Context: an optimization exercise on an open-source flow, tuned for small area, a short achievable clock period and few clock cycles per item. The choices shown serve that exercise and are no tape-out recipe. Function not checked in this run: the RTL went through the layout flow alone. Power is estimated from default activity; no workload was simulated.

==> design/flow/design.v <==
package stac_pkg;
	localparam int DEFAULT_TABLE_DEPTH = 16;
	localparam int COEF_W = 16;
	localparam int EXP_W = 8;
	typedef enum logic [1:0] {
		OP_INSERT = 2'd0,
		OP_DUMP   = 2'd1,
		OP_CLEAR  = 2'd2
	} op_t;
	typedef enum logic [1:0] {
		ST_OK    = 2'd0,
		ST_FULL  = 2'd1,
		ST_SAT   = 2'd2,
		ST_EMPTY = 2'd3
	} status_t;
	function automatic logic exp_gt(input logic [EXP_W-1:0] a, input logic [EXP_W-1:0] b);
		logic [EXP_W-1:0] g, e;
		g = a & ~b;
		e = ~(a ^ b);
		for (int d = 1; d < EXP_W; d = d * 2) begin
			for (int i = EXP_W - 1; i >= 0; i--) begin
				if ((i % (2 * d)) == (2 * d - 1)) begin
					g[i] = g[i] | (e[i] & g[i-d]);
					e[i] = e[i] & e[i-d];
				end
			end
		end
		exp_gt = g[EXP_W-1];
	endfunction
	function automatic logic [COEF_W:0] coef_add(input logic [COEF_W-1:0] a, input logic [COEF_W-1:0] b);
		logic [COEF_W-1:0] g, p, x;
		logic [COEF_W:0]   c;
		g = a & b;
		p = a ^ b;
		x = p;
		for (int d = 1; d < COEF_W; d = d * 2) begin
			for (int i = COEF_W - 1; i >= d; i--) begin
				g[i] = g[i] | (p[i] & g[i-d]);
				p[i] = p[i] & p[i-d];
			end
		end
		c = {g, 1'b0};
		coef_add = {c[COEF_W] ^ c[COEF_W-1], x ^ c[COEF_W-1:0]};
	endfunction
endpackage
module stac_cell #(
	parameter int IDX_W = 4
) (
	input  logic                                clk,
	input  logic                                valid,
	input  logic        [stac_pkg::EXP_W-1:0]   in_exp,
	input  logic        [IDX_W-1:0]             next_rank,
	input  logic                                write_new,
	input  logic                                write_coef,
	input  logic                                bump,
	input  logic        [stac_pkg::EXP_W-1:0]   wr_exp,
	input  logic signed [stac_pkg::COEF_W-1:0]  wr_coef,
	input  logic        [IDX_W-1:0]             wr_rank,
	output logic        [stac_pkg::EXP_W-1:0]   term_exp,
	output logic signed [stac_pkg::COEF_W-1:0]  term_coef,
	output logic                                in_gt,
	output logic                                in_eq,
	output logic                                next_hit,
	output logic                                rank_zero
);
	logic        [stac_pkg::EXP_W-1:0]  exp_q;
	logic signed [stac_pkg::COEF_W-1:0] coef_q;
	logic        [IDX_W-1:0]            rank_q;
	assign in_gt = stac_pkg::exp_gt(exp_q, in_exp);
	assign in_eq = exp_q == in_exp;
	assign next_hit = valid && (rank_q == next_rank);
	assign rank_zero = rank_q == '0;
	always_ff @(posedge clk) begin
		if (write_new) begin
			exp_q <= wr_exp;
		end
		if (write_coef) begin
			coef_q <= wr_coef;
		end
		if (write_new) begin
			rank_q <= wr_rank;
		end else if (bump) begin
			rank_q <= rank_q + 1'b1;
		end
	end
	assign term_exp  = exp_q;
	assign term_coef = coef_q;
endmodule
module sorted_term_accumulator_unit #(
	parameter int TABLE_DEPTH = stac_pkg::DEFAULT_TABLE_DEPTH
) (
	input  logic                                clk,
	input  logic                                arst_n,
	input  logic                                in_valid,
	output logic                                in_stall,
	input  logic        [1:0]                   opcode,
	input  logic signed [stac_pkg::COEF_W-1:0]  coefficient,
	input  logic        [stac_pkg::EXP_W-1:0]   exponent,
	output logic                                out_valid,
	input  logic                                out_stall,
	output logic signed [stac_pkg::COEF_W-1:0]  term_coefficient,
	output logic        [stac_pkg::EXP_W-1:0]   term_exponent,
	output logic        [1:0]                   status,
	output logic                                last
);
	localparam int N     = TABLE_DEPTH;
	localparam int CNT_W = $clog2(N + 1);
	localparam int IDX_W = $clog2(N);
	localparam int CW    = stac_pkg::COEF_W;
	localparam int EW    = stac_pkg::EXP_W;
	logic                 item_v_q;
	logic [1:0]           item_op_q;
	logic signed [CW-1:0] item_c_q;
	logic [EW-1:0]        item_e_q;
	logic [N-1:0]         item_gt_q;    
	logic [N-1:0]         item_sel_q;   
	logic                 item_eq_q;    
	logic [N-1:0]         valid_q;      
	logic [CNT_W-1:0]     count_q;
	logic [IDX_W-1:0]     k_q;
	logic                 m_v_q;
	logic                 m_write_q;    
	logic                 m_merge_q;    
	logic                 m_term_q;     
	logic [N-1:0]         m_sel_q;
	logic signed [CW-1:0] m_rd_q;
	logic signed [CW-1:0] m_c_q;
	logic [EW-1:0]        m_exp_q;
	stac_pkg::status_t    m_status_q;
	logic                 m_last_q;
	logic                 out_valid_q;
	logic signed [CW-1:0] res_coef_q;
	logic [EW-1:0]        res_exp_q;
	stac_pkg::status_t    res_status_q;
	logic                 res_last_q;
	logic adv, exec, done, accept, dump_step;
	logic is_ins, is_dump, is_clear, nz, empty, full, last_term, item_last;
	logic ins_new, ins_merge, new_top, fwd, place, wipe;
	logic [N-1:0]         valid_d, valid_w, fill_v, bump_v, top_v, hit_v, zero_v;
	logic [N-1:0]         in_gt_v, in_eq_v, nxt_gt_v, nxt_eq_v, sel_d;
	logic                 run_gt, run_eq;
	logic [EW-1:0]        cexp  [N];
	logic signed [CW-1:0] ccoef [N];
	logic [IDX_W-1:0]     new_rank, k_next;
	logic signed [CW-1:0] rd_coef;
	logic [EW-1:0]        rd_exp;
	logic [CW:0]          sum;
	logic                 ovf;
	logic signed [CW-1:0] merged, wr_coef;
	stac_pkg::status_t    item_status;
	assign adv       = !(out_valid_q && out_stall);
	assign exec      = item_v_q && adv;
	assign is_ins    = item_op_q == stac_pkg::OP_INSERT;
	assign is_dump   = item_op_q == stac_pkg::OP_DUMP;
	assign is_clear  = item_op_q == stac_pkg::OP_CLEAR;
	assign nz        = item_c_q != '0;
	assign empty     = !valid_q[0];
	assign full      = valid_q[N-1];
	assign last_term = CNT_W'(k_q) == count_q - 1'b1;
	assign item_last = !is_dump || empty || last_term;
	assign done      = exec && item_last;
	assign dump_step = exec && !item_last;
	assign in_stall  = (item_v_q && out_valid_q && out_stall) || (item_v_q && !item_last);
	assign accept    = in_valid && !in_stall;
	assign place     = item_v_q && is_ins && nz && !item_eq_q && !full;
	assign wipe      = item_v_q && is_clear;
	assign ins_merge = exec && is_ins && nz && item_eq_q;
	assign ins_new   = place && adv;
	function automatic logic [1:0] fa(input logic a, input logic b, input logic c);
		fa = {(a & b) | (a & c) | (b & c), a ^ b ^ c};
	endfunction
	function automatic logic [IDX_W-1:0] count_ones(input logic [N-1:0] v);
		logic [1:0] f1, f2, f3, f4, f5, f6, f7, f9, f10, f11, f13;
		logic [1:0] h8, h12, h14;
		f1  = fa(v[0], v[1], v[2]);
		f2  = fa(v[3], v[4], v[5]);
		f3  = fa(v[6], v[7], v[8]);
		f4  = fa(v[9], v[10], v[11]);
		f5  = fa(v[12], v[13], v[14]);
		f6  = fa(f1[0], f2[0], f3[0]);
		f7  = fa(f4[0], f5[0], v[15]);
		h8  = {f6[0] & f7[0], f6[0] ^ f7[0]};
		f9  = fa(f1[1], f2[1], f3[1]);
		f10 = fa(f4[1], f5[1], f6[1]);
		f11 = fa(f9[0], f10[0], f7[1]);
		h12 = {f11[0] & h8[1], f11[0] ^ h8[1]};
		f13 = fa(f9[1], f10[1], f11[1]);
		h14 = {f13[0] & h12[1], f13[0] ^ h12[1]};
		count_ones = {f13[1] ^ h14[1], h14[0], h12[0], h8[0]};
	endfunction
	assign new_rank = count_ones(item_gt_q);
	assign new_top  = item_gt_q == '0;
	assign k_next   = k_q + 1'b1;
	always_comb begin
		valid_w = valid_q;
		if (wipe)
			valid_w = '0;
		else if (place)
			valid_w = {valid_q[N-2:0], 1'b1};
	end
	assign valid_d = adv ? valid_w : valid_q;
	for (genvar g = 0; g < N; g++) begin : g_cell
		if (g == 0) begin : g_first
			assign fill_v[g] = !valid_q[g];
		end else begin : g_rest
			assign fill_v[g] = !valid_q[g] && valid_q[g-1];
		end
		assign bump_v[g] = ins_new && valid_q[g] && !item_gt_q[g];
		stac_cell #(.IDX_W(IDX_W)) u_cell (
			.clk        (clk),
			.valid      (valid_q[g]),
			.in_exp     (exponent),
			.next_rank  (k_next),
			.write_new  (ins_new && fill_v[g]),
			.write_coef (m_v_q && adv && m_write_q && m_sel_q[g]),
			.bump       (bump_v[g]),
			.wr_exp     (item_e_q),
			.wr_coef    (wr_coef),
			.wr_rank    (new_rank),
			.term_exp   (cexp[g]),
			.term_coef  (ccoef[g]),
			.in_gt      (in_gt_v[g]),
			.in_eq      (in_eq_v[g]),
			.next_hit   (hit_v[g]),
			.rank_zero  (zero_v[g])
		);
		assign top_v[g] = (place && fill_v[g]) ? new_top
		                : (zero_v[g] && !(place && valid_q[g] && !item_gt_q[g]));
	end
	assign run_gt   = stac_pkg::exp_gt(item_e_q, exponent);
	assign run_eq   = item_e_q == exponent;
	assign nxt_gt_v = ((in_gt_v & ~fill_v) | ({N{run_gt}} & fill_v)) & valid_w;
	assign nxt_eq_v = ((in_eq_v & ~fill_v) | ({N{run_eq}} & fill_v)) & valid_w;
	always_comb begin
		if (item_v_q && !item_last)
			sel_d = hit_v;
		else if (opcode == stac_pkg::OP_DUMP)
			sel_d = top_v & valid_w;
		else
			sel_d = nxt_eq_v;
	end
	always_comb begin
		rd_coef = '0;
		rd_exp  = '0;
		for (int i = 0; i < N; i++) begin
			rd_coef = rd_coef | (ccoef[i] & {CW{item_sel_q[i]}});
			rd_exp  = rd_exp  | (cexp[i]  & {EW{item_sel_q[i]}});
		end
	end
	assign fwd = m_v_q && m_write_q && ((m_sel_q & item_sel_q) != '0);
	always_comb begin
		item_status = stac_pkg::ST_OK;
		if (is_ins && nz && !item_eq_q && full)
			item_status = stac_pkg::ST_FULL;
		else if (is_dump && empty)
			item_status = stac_pkg::ST_EMPTY;
	end
	assign sum    = stac_pkg::coef_add(m_rd_q, m_c_q);
	assign ovf    = sum[CW];
	assign merged = ovf ? {m_rd_q[CW-1], {(CW-1){~m_rd_q[CW-1]}}} : sum[CW-1:0];
	assign wr_coef = m_merge_q ? merged : m_c_q;
	always_ff @(posedge clk or negedge arst_n) begin
		if (!arst_n) begin
			item_v_q    <= 1'b0;
			valid_q     <= '0;
			count_q     <= '0;
			k_q         <= '0;
			m_v_q       <= 1'b0;
			out_valid_q <= 1'b0;
		end else begin
			if (accept)
				item_v_q <= 1'b1;
			else if (done)
				item_v_q <= 1'b0;
			valid_q <= valid_d;
			if (ins_new)
				count_q <= count_q + 1'b1;
			else if (exec && is_clear)
				count_q <= '0;
			if (exec)
				k_q <= item_last ? '0 : k_next;
			if (adv)
				m_v_q <= item_v_q;
			if (adv)
				out_valid_q <= m_v_q;
		end
	end
	always_ff @(posedge clk) begin
		if (accept) begin
			item_op_q <= opcode;
			item_c_q  <= coefficient;
			item_e_q  <= exponent;
			item_gt_q <= nxt_gt_v;
			item_eq_q <= |nxt_eq_v;
		end
		if (accept || dump_step)
			item_sel_q <= sel_d;
		if (exec) begin
			m_write_q  <= ins_merge || ins_new;
			m_merge_q  <= is_ins && nz && item_eq_q;
			m_term_q   <= is_dump && !empty;
			m_sel_q    <= item_eq_q ? item_sel_q : fill_v;
			m_rd_q     <= fwd ? wr_coef : rd_coef;
			m_c_q      <= item_c_q;
			m_exp_q    <= rd_exp;
			m_status_q <= item_status;
			m_last_q   <= item_last;
		end
		if (adv && m_v_q) begin
			res_coef_q   <= m_term_q ? m_rd_q : '0;
			res_exp_q    <= m_term_q ? m_exp_q : '0;
			res_status_q <= (m_merge_q && ovf) ? stac_pkg::ST_SAT : m_status_q;
			res_last_q   <= m_last_q;
		end
	end
	assign out_valid        = out_valid_q;
	assign term_coefficient = res_coef_q;
	assign term_exponent    = res_exp_q;
	assign status           = res_status_q;
	assign last             = res_last_q;
endmodule
==> design/flow/run.sh <==
#!/bin/bash
# synth_recipe.tcl (not shown) runs the flow's synth.tcl, then flattens the netlist and writes it again
# the make line also repeats each setting of config.mk as NAME=value (left out here)
make -C /OpenROAD-flow-scripts/flow DESIGN_CONFIG=/design/flow/config.mk WORK_HOME=/design/flow/orfs CLKGATE_MAP_FILE= SYNTH_SCRIPT=/design/flow/synth_recipe.tcl finish
==> design/flow/config.mk <==
export PLATFORM = sky130hd
export DESIGN_NAME = sorted_term_accumulator_unit
export DESIGN_NICKNAME = sorted_term_accumulator_unit
export VERILOG_FILES = /design/flow/design.v
export SDC_FILE = /design/flow/constraint.sdc
export NUM_CORES = 4
export LEC_CHECK = 0
export CAP_MARGIN = 20
export CORE_MARGIN = 2
export CORE_UTILIZATION = 40
export SETUP_SLACK_MARGIN = 3.0
export SLEW_MARGIN = 20
==> design/flow/constraint.sdc <==
create_clock -name core_clock -period 6.0 [get_ports {clk}]
set_input_delay 1.2000 -clock core_clock [delete_from_list [all_inputs] [get_ports {clk}]]
set_output_delay 1.2000 -clock core_clock [all_outputs]
set_load 0.01 [all_outputs]
==> flow_metrics.env <==
export IMPL_status="timing/DRC/antenna clean"
export IMPL_placeableCoreArea_sq_um=77100
export IMPL_start_util_pct=40.2
export IMPL_top_register="g_cell.u_cell.coef_q"
export IMPL_synth_edff_count=596
export IMPL_hpwl_microns=64700
export IMPL_power_switching_mw=4.39
export IMPL_internal_power_mw=9.22
export IMPL_fin_skew_ns=0.0235
export IMPL_crit_type="reg -> reg"
export IMPL_worstPathRequired_ns=6.35
export IMPL_syn_cell_area_sq_um=31000
export IMPL_total_power_mw=13.6
export IMPL_num_rows=102
export IMPL_register_area_sq_um=18600
export IMPL_final_cell_count_no_fill=3735
export IMPL_htree_num_levels=3
export IMPL_r2r_cells=11
export IMPL_synthFlopType="edfxtp_1"
export IMPL_start_kind="flop"
export IMPL_drt_initial_drc_count=2521
export IMPL_ios=59
export IMPL_antenna_found_initial=2
export IMPL_powerDensity_nw_per_um2=358
export IMPL_grt_usage_pct=25.4
export IMPL_timing_fmax_ghz=0.267
export IMPL_r2r_start="item_gt_q[1]"
export IMPL_fin_crit_sh_pct=62.4
export IMPL_clock_sinks=624
export IMPL_clk_pin_slew_ns=0.06
export IMPL_syn_inst=2451
export IMPL_grt_max_degree=46
export IMPL_synth_seq_area_share_pct=60.1
export IMPL_ys_warn_count=4
export IMPL_clock_path_buffers=3
export IMPL_crit_path_max_fanout=8
export IMPL_final_antenna_net_count=0
export IMPL_r2r_end="g_cell[12].u_cell.rank_q[3]"
export IMPL_syn_nets=2686
export IMPL_grt_setup_unrepaired="yes"
export IMPL_diodes=0
export IMPL_root_buffer="clkbuf_16"
export IMPL_end_kind="flop"
export IMPL_post_drt_wl_per_cell_microns=27.3
export IMPL_synth_seq_cells=624
export IMPL_die_x_microns=282
export IMPL_hold_violations=0
export IMPL_power_frac_comb_pct=29.3
export IMPL_p_sw_share_pct=32.3
export IMPL_tns_ns=0
export IMPL_leakage_nw=13.4
export IMPL_drcViolationCount=0
export IMPL_vias_per_cell=6.06
export IMPL_grt_first_pass_wirelength_microns=148000
export IMPL_hold_class="reg -> reg"
export IMPL_pwr_share_seq_pct=40.4
export IMPL_multi_input_area_sq_um=13100
export IMPL_slew_violations=0
export IMPL_overflow=0
export IMPL_largest_reg_flops=256
export IMPL_die_height_microns=282
export IMPL_dieArea_sq_um=79600
export IMPL_layout_commonest_cell="edfxtp_1"
export IMPL_syn_area_per_cell_sq_um=12.6
export IMPL_crit_start="item_gt_q[1]"
export IMPL_fin_crit_ns=3.74
export IMPL_numCtsBuffers=71
export IMPL_max_cap_viol_count=0
export IMPL_port_buffers=58
export IMPL_power_share_clock_pct=30.2
export IMPL_drive_gt1_share_pct=20.3
export IMPL_relSlewSlack_pct=26.9
export IMPL_largestRegisters="g_cell.u_cell.coef_q x256, g_cell.u_cell.exp_q x128, g_cell.u_cell.rank_q x64"
export IMPL_insertion_delay_ns=0.63
export IMPL_cts_tree="done"
export IMPL_worst_pin_slew_ns=1.10
export IMPL_arrival_ns=4.10
export IMPL_ir_worst_vdd_mv=0.328
export IMPL_place_congestion=0.955
export IMPL_setup_violations=0
export IMPL_cts_hold_buffers=0
export IMPL_synth_distinct_cells=77
export IMPL_worstSetupEndpoint="g_cell[12].u_cell.rank_q[3]"
export IMPL_first_pass_iters=6
export IMPL_fillerInstances=6680
export IMPL_hold_ws_ns=0.426
export IMPL_area_delta_synth_final_pct=22.8
export IMPL_dp_cells=3476
export IMPL_totalWireLength_microns=102000
export IMPL_grt_pass1_vias=22600
export IMPL_final_cell_mix="edfxtp_1 (596), nand2_1 (154), ha_1 (154)"
export IMPL_final_nets=2876
export IMPL_r2r_slack_ns=2.26
export IMPL_vias=22600
export IMPL_synth_async_sr_flop_share_pct=4.49
critical path, cell delays in order, from the launching register on:
cell      delay (ns)
edfxtp_1        0.48
fa_1            0.57
inv_2           0.05
fa_2            0.39
fa_1            0.48
fa_2            0.35
inv_2           0.06
fa_1            0.43
ha_4            0.21
xnor2_4         0.20
buf_6           0.17
o21ai_0         0.09
per-stage QoR:
| step | setup slack (ns) | instance area (sq um) | utilization [%] |
|---|---|---|---|
| floorplan | 2.41 | 31300 | - |
| global placement | 1.35 | 33100 | 42.9 |
| global route | 2.13 | 38000 | 49.3 |
| detailed placement | 1.35 | 33100 | 43.0 |
| finish | 2.26 | 38000 | 49.3 |
| CTS | 2.30 | 37000 | 48.0 |
Yosys cell counts, drive strengths merged (9+ instances only):
| master | number | area (sq um) |
|---|---|---|
| edfxtp | 596 | 17900 |
| ha | 193 | 2410 |
| nand2 | 168 | 633 |
| a21oi | 142 | 714 |
| o21ai | 117 | 589 |
| nor2 | 113 | 429 |
| clkbuf | 101 | 379 |
| inv | 99 | 372 |
| a22oi | 84 | 631 |
| xnor2 | 76 | 666 |
| a221oi | 69 | 611 |
| a22o | 60 | 526 |
| nand3 | 53 | 265 |
| nand4 | 53 | 332 |
| and2 | 52 | 325 |
| a21o | 48 | 360 |
| nor3 | 47 | 245 |
| xor2 | 39 | 342 |
| o211ai | 37 | 278 |
| a31oi | 30 | 188 |
| dfrtp | 28 | 701 |
| mux2 | 26 | 293 |
| buf | 22 | 110 |
| nor2b | 20 | 125 |
| nor4 | 17 | 106 |
| nand2b | 15 | 93.8 |
| a211oi | 13 | 97.6 |
| fa | 12 | 240 |
| nor3b | 12 | 90.1 |
| o32ai | 10 | 87.6 |
| a32oi | 9 | 78.8 |
| or3 | 9 | 56.3 |
area by class of cell:
| class | instances | share of cell area (%) |
|---|---|---|
| clock inverter | 38 | 0.704 |
| tap | 1040 | 3.42 |
| inverter | 100 | 1.13 |
| clock buffer | 89 | 5.01 |
| sequential | 624 | 48.9 |
| multi-input combinational | 1605 | 34.3 |
| timing repair buffer | 239 | 6.47 |
timing repair:
action	CTS	global route
buffers inserted	89	39
resized for setup	199	126
endpoints found under the setup margin	673	407
cloned	3	1
pin swaps	57	51
power by group through the flow:
stage	Combinational, mW	Sequential, mW	Clock [mW]
2_1_floorplan	1.66	5.54	0
3_3_place_gp	2.59	5.60	0
3_5_place_dp	2.64	5.61	0
4_1_cts	3.61	5.51	4.17
5_1_grt	4.20	5.53	4.33
6_report	3.99	5.51	4.12
worst min-delay path by stage:
stage	slack (ns)	from	end	cells after the start
floorplan	0.40	m_last_q	res_last_q	0
global placement	0.41	m_last_q	res_last_q	0
detailed placement	0.41	m_last_q	res_last_q	0
CTS	0.43	m_last_q	res_last_q	0
global route	0.44	m_last_q	res_last_q	0
finish	0.43	m_last_q	res_last_q	0
cells by family (layout without fill, tap and decap cells):
logic type,after synthesis,in the layout,synth area share (%)
AO/OA/AOI/OAI,677,677,15.1
AND/OR/NAND/NOR,580,581,9.27
buffers and inverters,223,466,2.79
flip-flops,624,624,60.1
XOR/XNOR,115,115,3.25
adder cells (fa/ha/maj),205,205,8.58
multiplexers,27,27,0.978
routing by layer:
metal / GRT usage (%) / up-vias / wire (microns)
li1: - / 9891 / -
met1: 33.0 / 11300 / 40200
met2: 42.6 / 1141 / 49500
met3: 4.35 / 250 / 8000
met4: 9.78 / 2 / 4290
met5: 0 / - / 11

## re-timing with driven ports
The results above use ideal ports. As a check the final layout listed here was re-extracted and re-timed, cells and wires unchanged.
Step 1 assumes that a clkbuf_16 drives the clock port and a buf_2 every other input.
Step 2 adds t to the input delays and takes it off the output delays; t is the mean of the earliest and latest rising clock arrival at the registers after step 1. Input paths then give back, and output paths get back, about the clock's delay inside the block.
Three values: ideal ports, drivers, drivers and shift; two values: the first two.
t (ns): 0.685
slack for setup (ns): 2.256 / 2.256 / 2.256
worst hold slack (ns): 0.426 / 0.426 / 0.426
After both steps setup and hold are still met in this run. The setup slack of this run moves by 0.000 ns with the drivers and by 0.000 ns with both steps.
